What follows belongs to an exercise in optimizing a design on an open flow for small area, a short achievable clock period and few clock cycles per item; a production flow would make more cautious choices. Only simulation tests tie the RTL to the original design; equivalence was not proved. Power is estimated from default activity; no workload was simulated.

File: design.v
package lpht_pkg;
  localparam int TABLE_SLOTS = 64;
  localparam int SLOT_BITS   = (TABLE_SLOTS > 1) ? $clog2(TABLE_SLOTS) : 1;
  localparam bit HOME_POW2   = ((TABLE_SLOTS & (TABLE_SLOTS - 1)) == 0);
  localparam int KEY_BITS    = 32;
  localparam int VALUE_BITS  = 32;
  localparam int KV_BITS     = KEY_BITS + VALUE_BITS;
  localparam int NIB_BITS    = 4;
  localparam int KEY_NIBBLES = KEY_BITS / NIB_BITS;
  localparam int STEP_BITS   = $clog2(KEY_NIBBLES + 1);
  localparam int OUT_SLOT_BITS = 6;
  localparam logic [SLOT_BITS-1:0] LAST_SLOT = SLOT_BITS'(TABLE_SLOTS - 1);
  localparam logic [1:0] CMD_INSERT     = 2'd0;
  localparam logic [1:0] CMD_FIND       = 2'd1;
  localparam logic [1:0] CMD_ERASE      = 2'd2;
  localparam logic [1:0] CMD_LOOKUP_ADD = 2'd3;
  localparam logic [1:0] RES_OK       = 2'd0;
  localparam logic [1:0] RES_NOTFOUND = 2'd1;
  localparam logic [1:0] RES_DUP      = 2'd2;
  localparam logic [1:0] RES_FULL     = 2'd3;
  localparam logic [1:0] ST_EMPTY = 2'd0;
  localparam logic [1:0] ST_LIVE  = 2'd1;
  localparam logic [1:0] ST_TOMB  = 2'd2;
  localparam logic [2:0] ENG_CLEAR = 3'd0;
  localparam logic [2:0] ENG_IDLE  = 3'd1;
  localparam logic [2:0] ENG_PROBE = 3'd2;
  localparam logic [2:0] ENG_MOVE  = 3'd3;
  localparam logic [2:0] ENG_REPLY = 3'd4;
  localparam int JOB_BITS  = 2 + KEY_BITS + VALUE_BITS + SLOT_BITS;
  localparam int JOB_HOME  = 0;
  localparam int JOB_VALUE = SLOT_BITS;
  localparam int JOB_KEY   = SLOT_BITS + VALUE_BITS;
  localparam int JOB_CMD   = SLOT_BITS + VALUE_BITS + KEY_BITS;
  localparam int RES_BITS  = 2 + VALUE_BITS + SLOT_BITS;
  localparam int RES_SLOT  = 0;
  localparam int RES_VALUE = SLOT_BITS;
  localparam int RES_STAT  = SLOT_BITS + VALUE_BITS;
endpackage
module lpht_front (
  input  logic                               clk,
  input  logic                               rst_n,
  input  logic                               enable,
  input  logic                               in_tvalid,
  output logic                               in_tready,
  input  logic [1:0]                         in_cmd,
  input  logic [lpht_pkg::KEY_BITS-1:0]      in_key,
  input  logic [lpht_pkg::VALUE_BITS-1:0]    in_value,
  output logic                               push_valid,
  output logic [lpht_pkg::JOB_BITS-1:0]      push_job,
  input  logic                               push_ready
);
  logic                                 hold_valid_r, hold_valid_nxt;
  logic [1:0]                           cmd_r, cmd_nxt;
  logic [lpht_pkg::KEY_BITS-1:0]        key_r, key_nxt;
  logic [lpht_pkg::VALUE_BITS-1:0]      value_r, value_nxt;
  logic [lpht_pkg::SLOT_BITS-1:0]       home_r, home_nxt;
  logic                                 done;
  logic                                 push;
  logic                                 take;
  assign done       = hold_valid_r;
  assign push       = done && push_ready;
  assign in_tready  = enable && (!hold_valid_r || push);
  assign take       = in_tvalid && in_tready;
  assign push_valid = done;
  assign push_job   = {cmd_r, key_r, value_r, home_r};
  always_comb begin
    hold_valid_nxt = hold_valid_r;
    cmd_nxt        = cmd_r;
    key_nxt        = key_r;
    value_nxt      = value_r;
    home_nxt       = home_r;
    if (push) begin
      hold_valid_nxt = 1'b0;
    end
    if (take) begin
      hold_valid_nxt = 1'b1;
      cmd_nxt        = in_cmd;
      key_nxt        = in_key;
      value_nxt      = in_value;
      home_nxt       = in_key[lpht_pkg::SLOT_BITS-1:0];
    end
  end
  always_ff @(posedge clk) begin
    if (!rst_n) begin
      hold_valid_r <= 1'b0;
    end else begin
      hold_valid_r <= hold_valid_nxt;
    end
    cmd_r    <= cmd_nxt;
    key_r    <= key_nxt;
    value_r  <= value_nxt;
    home_r   <= home_nxt;
  end
endmodule
module lpht_queue (
  input  logic                          clk,
  input  logic                          rst_n,
  input  logic                          push_valid,
  input  logic [lpht_pkg::JOB_BITS-1:0] push_job,
  output logic                          push_ready,
  output logic                          pop_valid,
  output logic [lpht_pkg::JOB_BITS-1:0] pop_job,
  input  logic                          pop
);
  logic [lpht_pkg::JOB_BITS-1:0] q0_r;
  logic [lpht_pkg::JOB_BITS-1:0] q1_r;
  logic           wr_ptr_r, wr_ptr_nxt;
  logic           rd_ptr_r, rd_ptr_nxt;
  logic [1:0]     count_r, count_nxt;
  logic           do_push;
  logic           do_pop;
  assign push_ready = (count_r != 2'd2);
  assign pop_valid  = (count_r != 2'd0);
  assign pop_job    = rd_ptr_r ? q1_r : q0_r;
  assign do_push    = push_valid && push_ready;
  assign do_pop     = pop && pop_valid;
  always_comb begin
    wr_ptr_nxt = do_push ? !wr_ptr_r : wr_ptr_r;
    rd_ptr_nxt = do_pop  ? !rd_ptr_r : rd_ptr_r;
    count_nxt  = count_r;
    if (do_push && !do_pop) begin
      count_nxt = count_r + 2'd1;
    end else if (do_pop && !do_push) begin
      count_nxt = count_r - 2'd1;
    end
  end
  always_ff @(posedge clk) begin
    if (!rst_n) begin
      wr_ptr_r <= 1'b0;
      rd_ptr_r <= 1'b0;
      count_r  <= 2'd0;
    end else begin
      wr_ptr_r <= wr_ptr_nxt;
      rd_ptr_r <= rd_ptr_nxt;
      count_r  <= count_nxt;
    end
    if (do_push && !wr_ptr_r) begin
      q0_r <= push_job;
    end
    if (do_push && wr_ptr_r) begin
      q1_r <= push_job;
    end
  end
endmodule
module lpht_back (
  input  logic                          clk,
  input  logic                          rst_n,
  output logic                          clearing,
  input  logic                          job_valid,
  input  logic [lpht_pkg::JOB_BITS-1:0] job_in,
  output logic                          job_pop,
  output logic                          res_valid,
  output logic [lpht_pkg::RES_BITS-1:0] res,
  input  logic                          res_ready
);
  localparam int SB = lpht_pkg::SLOT_BITS;
  localparam int KB = lpht_pkg::KEY_BITS;
  localparam int VB = lpht_pkg::VALUE_BITS;
  logic [1:0]                   st_mem [lpht_pkg::TABLE_SLOTS];
  logic [lpht_pkg::KV_BITS-1:0] kv_mem [lpht_pkg::TABLE_SLOTS];
  logic [1:0]                   rd_st_r;
  logic [lpht_pkg::KV_BITS-1:0] rd_kv_r;
  logic [SB-1:0]                rd_addr;
  logic                         st_we;
  logic [SB-1:0]                st_waddr;
  logic [1:0]                   st_wdata;
  logic                         kv_we;
  logic [SB-1:0]                kv_waddr;
  logic [lpht_pkg::KV_BITS-1:0] kv_wdata;
  logic [2:0]                   state_r, state_nxt;
  logic [SB-1:0]                clr_idx_r, clr_idx_nxt;
  logic [lpht_pkg::JOB_BITS-1:0] job_r, job_nxt;
  logic [SB-1:0]                pidx_r, pidx_nxt;
  logic [SB-1:0]                n_r, n_nxt;
  logic                         have_tomb_r, have_tomb_nxt;
  logic [SB-1:0]                tomb_r, tomb_nxt;
  logic [lpht_pkg::RES_BITS-1:0] res_r, res_nxt;
  logic [1:0]                   job_cmd;
  logic [KB-1:0]                job_key;
  logic [VB-1:0]                job_value;
  logic [SB-1:0]                in_home;
  logic                         live, empty, key_eq, hit, last;
  logic                         first_tomb, have_now;
  logic [SB-1:0]                tomb_now;
  logic [SB-1:0]                pidx_next;
  logic [VB-1:0]                rd_value;
  assign job_cmd    = job_r[lpht_pkg::JOB_CMD +: 2];
  assign job_key    = job_r[lpht_pkg::JOB_KEY +: KB];
  assign job_value  = job_r[lpht_pkg::JOB_VALUE +: VB];
  assign in_home    = job_in[lpht_pkg::JOB_HOME +: SB];
  assign live       = (rd_st_r == lpht_pkg::ST_LIVE);
  assign empty      = (rd_st_r == lpht_pkg::ST_EMPTY);
  assign key_eq     = (rd_kv_r[KB-1:0] == job_key);
  assign hit        = live && key_eq;
  assign last       = (n_r == lpht_pkg::LAST_SLOT);
  assign first_tomb = !live && !empty && !have_tomb_r;
  assign have_now   = have_tomb_r || first_tomb;
  assign tomb_now   = have_tomb_r ? tomb_r : pidx_r;
  assign pidx_next  = (pidx_r == lpht_pkg::LAST_SLOT) ? '0 : pidx_r + 1'b1;
  assign rd_value   = rd_kv_r[lpht_pkg::KV_BITS-1:KB];
  assign clearing  = (state_r == lpht_pkg::ENG_CLEAR);
  assign res_valid = (state_r == lpht_pkg::ENG_REPLY);
  assign res       = res_r;
  always_comb begin
    state_nxt     = state_r;
    clr_idx_nxt   = clr_idx_r;
    job_nxt       = job_r;
    pidx_nxt      = pidx_r;
    n_nxt         = n_r;
    have_tomb_nxt = have_tomb_r;
    tomb_nxt      = tomb_r;
    res_nxt       = res_r;
    job_pop       = 1'b0;
    rd_addr       = pidx_r;
    st_we         = 1'b0;
    st_waddr      = pidx_r;
    st_wdata      = lpht_pkg::ST_TOMB;
    kv_we         = 1'b0;
    kv_waddr      = pidx_r;
    kv_wdata      = {job_value, job_key};
    case (state_r)
      lpht_pkg::ENG_CLEAR: begin
        st_we    = 1'b1;
        st_waddr = clr_idx_r;
        st_wdata = lpht_pkg::ST_EMPTY;
        clr_idx_nxt = clr_idx_r + 1'b1;
        if (clr_idx_r == lpht_pkg::LAST_SLOT) begin
          clr_idx_nxt = '0;
          state_nxt   = lpht_pkg::ENG_IDLE;
        end
      end
      lpht_pkg::ENG_IDLE: begin
        rd_addr = in_home;
        if (job_valid) begin
          job_pop       = 1'b1;
          job_nxt       = job_in;
          pidx_nxt      = in_home;
          n_nxt         = '0;
          have_tomb_nxt = 1'b0;
          state_nxt     = lpht_pkg::ENG_PROBE;
        end
      end
      lpht_pkg::ENG_PROBE: begin
        rd_addr  = pidx_next;
        pidx_nxt = pidx_next;
        n_nxt    = n_r + 1'b1;
        res_nxt  = {lpht_pkg::RES_OK, {VB{1'b0}}, {SB{1'b0}}};
        if (job_cmd == lpht_pkg::CMD_INSERT) begin
          if (hit) begin
            res_nxt[lpht_pkg::RES_STAT +: 2] = lpht_pkg::RES_DUP;
            state_nxt = lpht_pkg::ENG_REPLY;
          end else if (!live) begin
            st_we     = 1'b1;
            st_wdata  = lpht_pkg::ST_LIVE;
            kv_we     = 1'b1;
            res_nxt   = {lpht_pkg::RES_OK, job_value, pidx_r};
            state_nxt = lpht_pkg::ENG_REPLY;
          end else if (last) begin
            res_nxt[lpht_pkg::RES_STAT +: 2] = lpht_pkg::RES_FULL;
            state_nxt = lpht_pkg::ENG_REPLY;
          end
        end else if (hit) begin
          state_nxt = lpht_pkg::ENG_REPLY;
          if (job_cmd == lpht_pkg::CMD_ERASE) begin
            st_we   = 1'b1;
            res_nxt = {lpht_pkg::RES_OK, rd_value, tomb_now};
          end else if (have_tomb_r) begin
            st_we     = 1'b1;
            st_waddr  = tomb_r;
            st_wdata  = lpht_pkg::ST_LIVE;
            kv_we     = 1'b1;
            kv_waddr  = tomb_r;
            kv_wdata  = rd_kv_r;
            pidx_nxt  = pidx_r;
            res_nxt   = {lpht_pkg::RES_OK, rd_value, tomb_r};
            state_nxt = lpht_pkg::ENG_MOVE;
          end else begin
            res_nxt = {lpht_pkg::RES_OK, rd_value, pidx_r};
          end
        end else if (empty || last) begin
          state_nxt = lpht_pkg::ENG_REPLY;
          if (job_cmd == lpht_pkg::CMD_LOOKUP_ADD) begin
            if (have_now || empty) begin
              st_we    = 1'b1;
              st_waddr = tomb_now;
              st_wdata = lpht_pkg::ST_LIVE;
              kv_we    = 1'b1;
              kv_waddr = tomb_now;
              kv_wdata = {{VB{1'b0}}, job_key};
              res_nxt  = {lpht_pkg::RES_OK, {VB{1'b0}}, tomb_now};
            end else begin
              res_nxt[lpht_pkg::RES_STAT +: 2] = lpht_pkg::RES_FULL;
            end
          end else begin
            res_nxt[lpht_pkg::RES_STAT +: 2] = lpht_pkg::RES_NOTFOUND;
          end
        end else if (first_tomb) begin
          have_tomb_nxt = 1'b1;
          tomb_nxt      = pidx_r;
        end
      end
      lpht_pkg::ENG_MOVE: begin
        st_we     = 1'b1;
        state_nxt = lpht_pkg::ENG_REPLY;
      end
      lpht_pkg::ENG_REPLY: begin
        if (res_ready) begin
          state_nxt = lpht_pkg::ENG_IDLE;
        end
      end
      default: begin
        state_nxt = lpht_pkg::ENG_IDLE;
      end
    endcase
  end
  always_ff @(posedge clk) begin
    if (!rst_n) begin
      state_r   <= lpht_pkg::ENG_CLEAR;
      clr_idx_r <= '0;
    end else begin
      state_r   <= state_nxt;
      clr_idx_r <= clr_idx_nxt;
    end
    job_r       <= job_nxt;
    pidx_r      <= pidx_nxt;
    n_r         <= n_nxt;
    have_tomb_r <= have_tomb_nxt;
    tomb_r      <= tomb_nxt;
    res_r       <= res_nxt;
  end
  always_ff @(posedge clk) begin
    if (st_we) begin
      st_mem[st_waddr] <= st_wdata;
    end
    rd_st_r <= st_mem[rd_addr];
  end
  always_ff @(posedge clk) begin
    if (kv_we) begin
      kv_mem[kv_waddr] <= kv_wdata;
    end
    rd_kv_r <= kv_mem[rd_addr];
  end
endmodule
module linear_probe_hash_table (
  input  logic        clk,
  input  logic        rst_n,
  input  logic        in_tvalid,
  output logic        in_tready,
  input  logic [63:0] in_tdata,    
  input  logic [1:0]  in_tuser,    
  output logic        out_tvalid,
  input  logic        out_tready,
  output logic [39:0] out_tdata,   
  output logic [1:0]  out_tuser    
);
  logic              clearing;
  logic              push_valid;
  logic              push_ready;
  logic [lpht_pkg::JOB_BITS-1:0] push_job;
  logic              job_valid;
  logic [lpht_pkg::JOB_BITS-1:0] job_head;
  logic              job_pop;
  logic              res_valid;
  logic              res_ready;
  logic [lpht_pkg::RES_BITS-1:0] res;
  logic                                 out_valid_r, out_valid_nxt;
  logic [1:0]                           out_status_r;
  logic [lpht_pkg::VALUE_BITS-1:0]      out_value_r;
  logic [lpht_pkg::OUT_SLOT_BITS-1:0]   out_slot_r;
  lpht_front u_front (
    .clk        (clk),
    .rst_n      (rst_n),
    .enable     (!clearing),
    .in_tvalid  (in_tvalid),
    .in_tready  (in_tready),
    .in_cmd     (in_tuser),
    .in_key     (in_tdata[31:0]),
    .in_value   (in_tdata[63:32]),
    .push_valid (push_valid),
    .push_job   (push_job),
    .push_ready (push_ready)
  );
  lpht_queue u_queue (
    .clk        (clk),
    .rst_n      (rst_n),
    .push_valid (push_valid),
    .push_job   (push_job),
    .push_ready (push_ready),
    .pop_valid  (job_valid),
    .pop_job    (job_head),
    .pop        (job_pop)
  );
  lpht_back u_back (
    .clk       (clk),
    .rst_n     (rst_n),
    .clearing  (clearing),
    .job_valid (job_valid),
    .job_in    (job_head),
    .job_pop   (job_pop),
    .res_valid (res_valid),
    .res       (res),
    .res_ready (res_ready)
  );
  assign res_ready = !out_valid_r || out_tready;
  always_comb begin
    out_valid_nxt = out_valid_r;
    if (res_valid && res_ready) begin
      out_valid_nxt = 1'b1;
    end else if (out_tready) begin
      out_valid_nxt = 1'b0;
    end
  end
  always_ff @(posedge clk) begin
    if (!rst_n) begin
      out_valid_r <= 1'b0;
    end else begin
      out_valid_r <= out_valid_nxt;
    end
    if (res_valid && res_ready) begin
      out_status_r <= res[lpht_pkg::RES_STAT +: 2];
      out_value_r  <= res[lpht_pkg::RES_VALUE +: lpht_pkg::VALUE_BITS];
      out_slot_r   <= lpht_pkg::OUT_SLOT_BITS'(res[lpht_pkg::RES_SLOT +: lpht_pkg::SLOT_BITS]);
    end
  end
  assign out_tvalid = out_valid_r;
  assign out_tdata  = {2'b00, out_slot_r, out_value_r};
  assign out_tuser  = out_status_r;
endmodule
File: run.sh
#!/bin/bash
# synth_recipe.tcl (not shown) runs the flow's synth.tcl, then flattens the netlist and writes it again
# the make line also repeats each setting of config.mk as NAME=value (left out here)
make -C /OpenROAD-flow-scripts/flow DESIGN_CONFIG=/design/flow/config.mk WORK_HOME=/design/flow/orfs CLKGATE_MAP_FILE= SYNTH_SCRIPT=/design/flow/synth_recipe.tcl finish
File: config.mk
export PLATFORM = sky130hd
export DESIGN_NAME = linear_probe_hash_table
export DESIGN_NICKNAME = linear_probe_hash_table
export VERILOG_FILES = /design/flow/design.v
export SDC_FILE = /design/flow/constraint.sdc
export NUM_CORES = 4
export LEC_CHECK = 0
export CAP_MARGIN = 20
export CORE_MARGIN = 2
export CORE_UTILIZATION = 45
export PLACE_DENSITY = 0.6
export SLEW_MARGIN = 20
File: constraint.sdc
create_clock -name core_clock -period 10.0 [get_ports {clk}]
set_input_delay 2.0000 -clock core_clock [delete_from_list [all_inputs] [get_ports {clk}]]
set_output_delay 2.0000 -clock core_clock [all_outputs]
set_load 0.01 [all_outputs]
==> run summary <==
-- metrics by stage --
| step | instance area (sq um) | setup WS (ps) | util (%) | hold slack, ps |
|---|---|---|---|---|
| 2_1_floorplan | 179000 | 2210 | - | 400 |
| 3_3_place_gp | 187000 | 2400 | 47.3 | 408 |
| 3_5_place_dp | 187000 | 2400 | 47.3 | 405 |
| 4_1_cts | 202000 | 2390 | 51.0 | 419 |
| 5_1_grt | 202000 | 2200 | 51.1 | 419 |
| 6_report | 202000 | 2250 | 51.1 | 400 |
-- registers in the layout, indices dropped and copies added (netlist names), 3 cells and up --
signal / count
u_back.res_r: 40
u_back.kv_mem: 4096
u_front.home_r: 5
u_back.pidx_r: 6
out_slot_r: 6
u_queue.q0_r: 66
u_back.tomb_r: 6
u_queue.q1_r: 66
u_front.value_r: 32
u_back.state_r: 3
u_back.n_r: 6
u_back.st_mem: 128
u_back.clr_idx_r: 6
u_back.job_r: 66
u_front.key_r: 27
u_back.rd_kv_r: 64
out_value_r: 32
-- logic make-up (layout without fill, tap and decap cells) --
family,Yosys count,after routing,synth area share [%]
mux,995,995,8.82
simple gates,2282,2282,5.70
compound gates,1300,1300,5.48
other cells,1,68,0.00210
xor+xnor,44,44,0.216
flops,4668,4668,78.0
buf+inv,669,1338,1.77
fa+ha+maj,4,4,0.0280
-- power breakdown --
group | internal (mW) | total, mW | switching [mW]
Clock | 9.40 | 16.8 | 7.43
Sequential | 21.2 | 21.2 | 0.00208
Combinational | 0.0285 | 0.0565 | 0.0279
-- layout by cell type (no fill, tap or decap), drive strengths merged, types with 18 or more instances in the layout --
cell type / count
a21oi: 155
o211ai: 110
buf: 350
and2: 18
o2111ai: 54
a31o: 38
mux2: 116
dfxtp: 81
or3: 28
or4: 27
a22o: 70
xnor2: 37
nand4: 99
nand3: 488
mux4: 452
a221oi: 94
a32o: 80
bufinv: 29
edfxtp: 4587
mux2i: 427
clkinv: 198
inv: 29
a221o: 66
nand2: 1252
a311oi: 37
nand4b: 22
o21ai: 154
nor2: 197
nor3: 70
a32oi: 29
o211a: 23
o32a: 22
clkdlybuf4s50: 111
a31oi: 149
clkbuf: 605
a22oi: 162
diode: 66
and4: 19
-- cell type report --
type | count | area (sq um)
Multi-Input combinational cell | 4627 | 37000
Timing Repair Buffer | 461 | 4320
Sequential cell | 4668 | 139000
Inverter | 24 | 92.6
Fill cell | 31500 | 194000
Antenna cell | 66 | 165
Tap cell | 5242 | 6560
Clock inverter | 248 | 2290
Clock buffer | 605 | 12300
-- worst max-delay path by stage --
stage	endpoint	slack (ps)	cells past startpoint
finish	u_back.kv_mem[18][44]$_DFFE_PP_	2250	12
global route	u_back.kv_mem[18][49]$_DFFE_PP_	2200	12
global placement	u_back.kv_mem[50][40]$_DFFE_PP_	2400	11
floorplan	u_back.kv_mem[0][0]$_DFFE_PP_	2210	10
detailed placement	u_back.kv_mem[50][40]$_DFFE_PP_	2400	11
CTS	u_back.kv_mem[50][36]$_DFFE_PP_	2390	11
-- critical path, stage by stage (launching register included) --
cell                       delay (ps)
sky130_fd_sc_hd__edfxtp_1         360
sky130_fd_sc_hd__buf_4            330
sky130_fd_sc_hd__xnor2_1          800
sky130_fd_sc_hd__nand4_1          230
sky130_fd_sc_hd__or4_1            760
sky130_fd_sc_hd__nor3_2           860
sky130_fd_sc_hd__mux2i_1          300
sky130_fd_sc_hd__o21ai_4          190
sky130_fd_sc_hd__buf_4            580
sky130_fd_sc_hd__nand3_1          950
sky130_fd_sc_hd__nor2_4           620
sky130_fd_sc_hd__buf_4            550
sky130_fd_sc_hd__buf_4            600
-- metal layers --
metal	routed length [microns]	GRT usage, %	share of wire, %
met1	210000	36.1	37
met2	266000	44.0	47
met3	51300	4.61	9.1
met4	33500	14.6	6.0
met5	117	0	0.021
==> impl_metrics.env <==
export IMPL_outcome="finished clean"
export IMPL_clk_root_buffer_cell="sky130_fd_sc_hd__clkbuf_16"
export IMPL_die_h_microns=634
export IMPL_critical_path_startpoint="u_back.job_r[56]$_DFFE_PP_"
export IMPL_max_freq_mhz=129
export IMPL_clockBufferDepth=4
export IMPL_worstHoldPathCells=0
export IMPL_nNetsFinal=10300
export IMPL_finClkSkew_ps=95.8
export IMPL_route_detailed_wl_per_inst_microns=35.2
export IMPL_postSynth_asyncResetShare_pct=0
export IMPL_ys_dominant_reg_cell="sky130_fd_sc_hd__edfxtp_1"
export IMPL_yosys_area_top_type_share_pct=77.1
export IMPL_yosysSeqAreaShare_pct=78.0
export IMPL_clk_insertion_delay_late_ps=1040
export IMPL_htree_levels=5
export IMPL_placed_cells_incl_taps=15000
export IMPL_vdd_drop_max_v=0.000154
export IMPL_drtIter0Drc=14700
export IMPL_post_route_drc_count=0
export IMPL_post_drt_via_cell_ratio=6.33
export IMPL_antenna_found_initial=45
export IMPL_slew_viol_final=0
export IMPL_first_global_vias=97700
export IMPL_grt_start_max_net_pins=115
export IMPL_ys_top_cells_by_area="sky130_fd_sc_hd__edfxtp_1 77%, sky130_fd_sc_hd__mux4_2 5.7%, sky130_fd_sc_hd__nand2_1 2.6%, sky130_fd_sc_hd__mux2i_1 2.4%, sky130_fd_sc_hd__nand3_1 1.4%"
export IMPL_final_period_utilization_pct=77.5
export IMPL_post_synth_top_area_cell="sky130_fd_sc_hd__edfxtp_1"
export IMPL_holdCritStartpoint="u_back.res_r[34]$_DFFE_PP_"
export IMPL_synth_seq_cells=4668
export IMPL_detail_route_antenna_nets=0
export IMPL_grt_setup_unrepaired="no"
export IMPL_end_kind="flop"
export IMPL_required_arrival_time_at_the_worst_endpoint_ps=10610
export IMPL_num_rows=231
export IMPL_timing_max_slew_rel_slack_pct=17.2
export IMPL_worst_r2r_setup_slack_ps=2250
export IMPL_cp_data_arrival_time_ps=8360
export IMPL_p_total_mw=38.0
export IMPL_die_area_sq_mm=0.402
export IMPL_buffer_ports_inserted=111
export IMPL_core_sq_mm=0.396
export IMPL_clock_tree_from_tritoncts="built"
export IMPL_number_of_buffers_created_by_cts=460
export IMPL_post_synth_edffs=4587
export IMPL_ios=114
export IMPL_drt_total_wl_microns=561000
export IMPL_postCtsResizedCells=0
export IMPL_hold_class="reg -> reg"
export IMPL_place_detailed_hpwl_microns=319000
export IMPL_p_per_area_mw_per_mm2=188
export IMPL_netlist_top_cells_count="4587 x sky130_fd_sc_hd__edfxtp_1, 1251 x sky130_fd_sc_hd__nand2_1, 487 x sky130_fd_sc_hd__nand3_1, 452 x sky130_fd_sc_hd__mux4_2, 427 x sky130_fd_sc_hd__mux2i_1"
export IMPL_post_synth_cell_area_avg_sq_um=17.9
export IMPL_criticalPathCategory="reg -> reg"
export IMPL_max_cap_violations=0
export IMPL_syn_inst=9963
export IMPL_netlist_area_sq_mm=0.179
export IMPL_drt_pass1_iterations=11
export IMPL_cells_on_worst_reg2reg_path=12
export IMPL_gr_usage_all_layers_pct=27.5
export IMPL_yosys_cell_types_count=87
export IMPL_leading_cell_type_by_number_of_instances_after_synthesis="sky130_fd_sc_hd__edfxtp_1"
export IMPL_clkSinkCount=4668
export IMPL_yosysWarnings=4
export IMPL_initial_core_util_pct=45.2
export IMPL_final_layout_size_suffix_gt1_share_pct=16.5
export IMPL_startpoint_type="flop"
export IMPL_clk_pin_slew_ps=60
export IMPL_cts_hold_buffers_added=0
export IMPL_syn2layout_area_growth_pct=13.1
export IMPL_timing_rr_end="u_back.kv_mem[18][44]$_DFFE_PP_"
export IMPL_reg2reg_from="u_back.job_r[56]$_DFFE_PP_"
export IMPL_final_hold_viol_count=0
export IMPL_wire_length_of_the_first_global_routing_pass_microns=773000
export IMPL_timing_worst_slew_pin_value_ps=1240
export IMPL_tns_ps=0
export IMPL_cts_repair_timing_setup_buffer_count=0
export IMPL_final_setup_viol_count=0
export IMPL_hold_path_endpoint="out_value_r[28]$_DFFE_PP_"
export IMPL_power_leakage_nw=64.2
export IMPL_period_minus_slack_ps=7750
export IMPL_die_width_microns=634
export IMPL_cp_max_fo=69
export IMPL_gr_total_overflow=0
export IMPL_vias=101000
export IMPL_instances_no_fill=15900
export IMPL_place_congestion=0.943
Testbench counts, summed over its fixed seeds: cycles 61,131, items 12,000.

re-timing with driven ports:
The flow's constraints put no driver on any port. The routed layout listed below was extracted and timed again, unchanged, in two steps.
Step 1 sets driving cells, clkbuf_16 on the clock port and buf_2 on the other inputs (assumed; they add their load-dependent delay and slew).
Step 2, shift: input delay + t, output delay - t, t = (earliest + latest rising clock arrival at the registers) / 2. This alone moves slack from input paths to output paths.
a / b / c = ideal / step 1 / step 2; a / b = the first two.
t, ns: 1.098
slack for setup (ns): 2.254 / 2.254 / 2.254
worst setup path at the end: register to register
worst register clock-pin slew, ns: 0.07 / 0.07
pins driven straight from the clock port: 1
After both steps this run still meets setup and hold. The setup slack of this run moves by 0.000 ns with the drivers and by 0.000 ns with both steps.
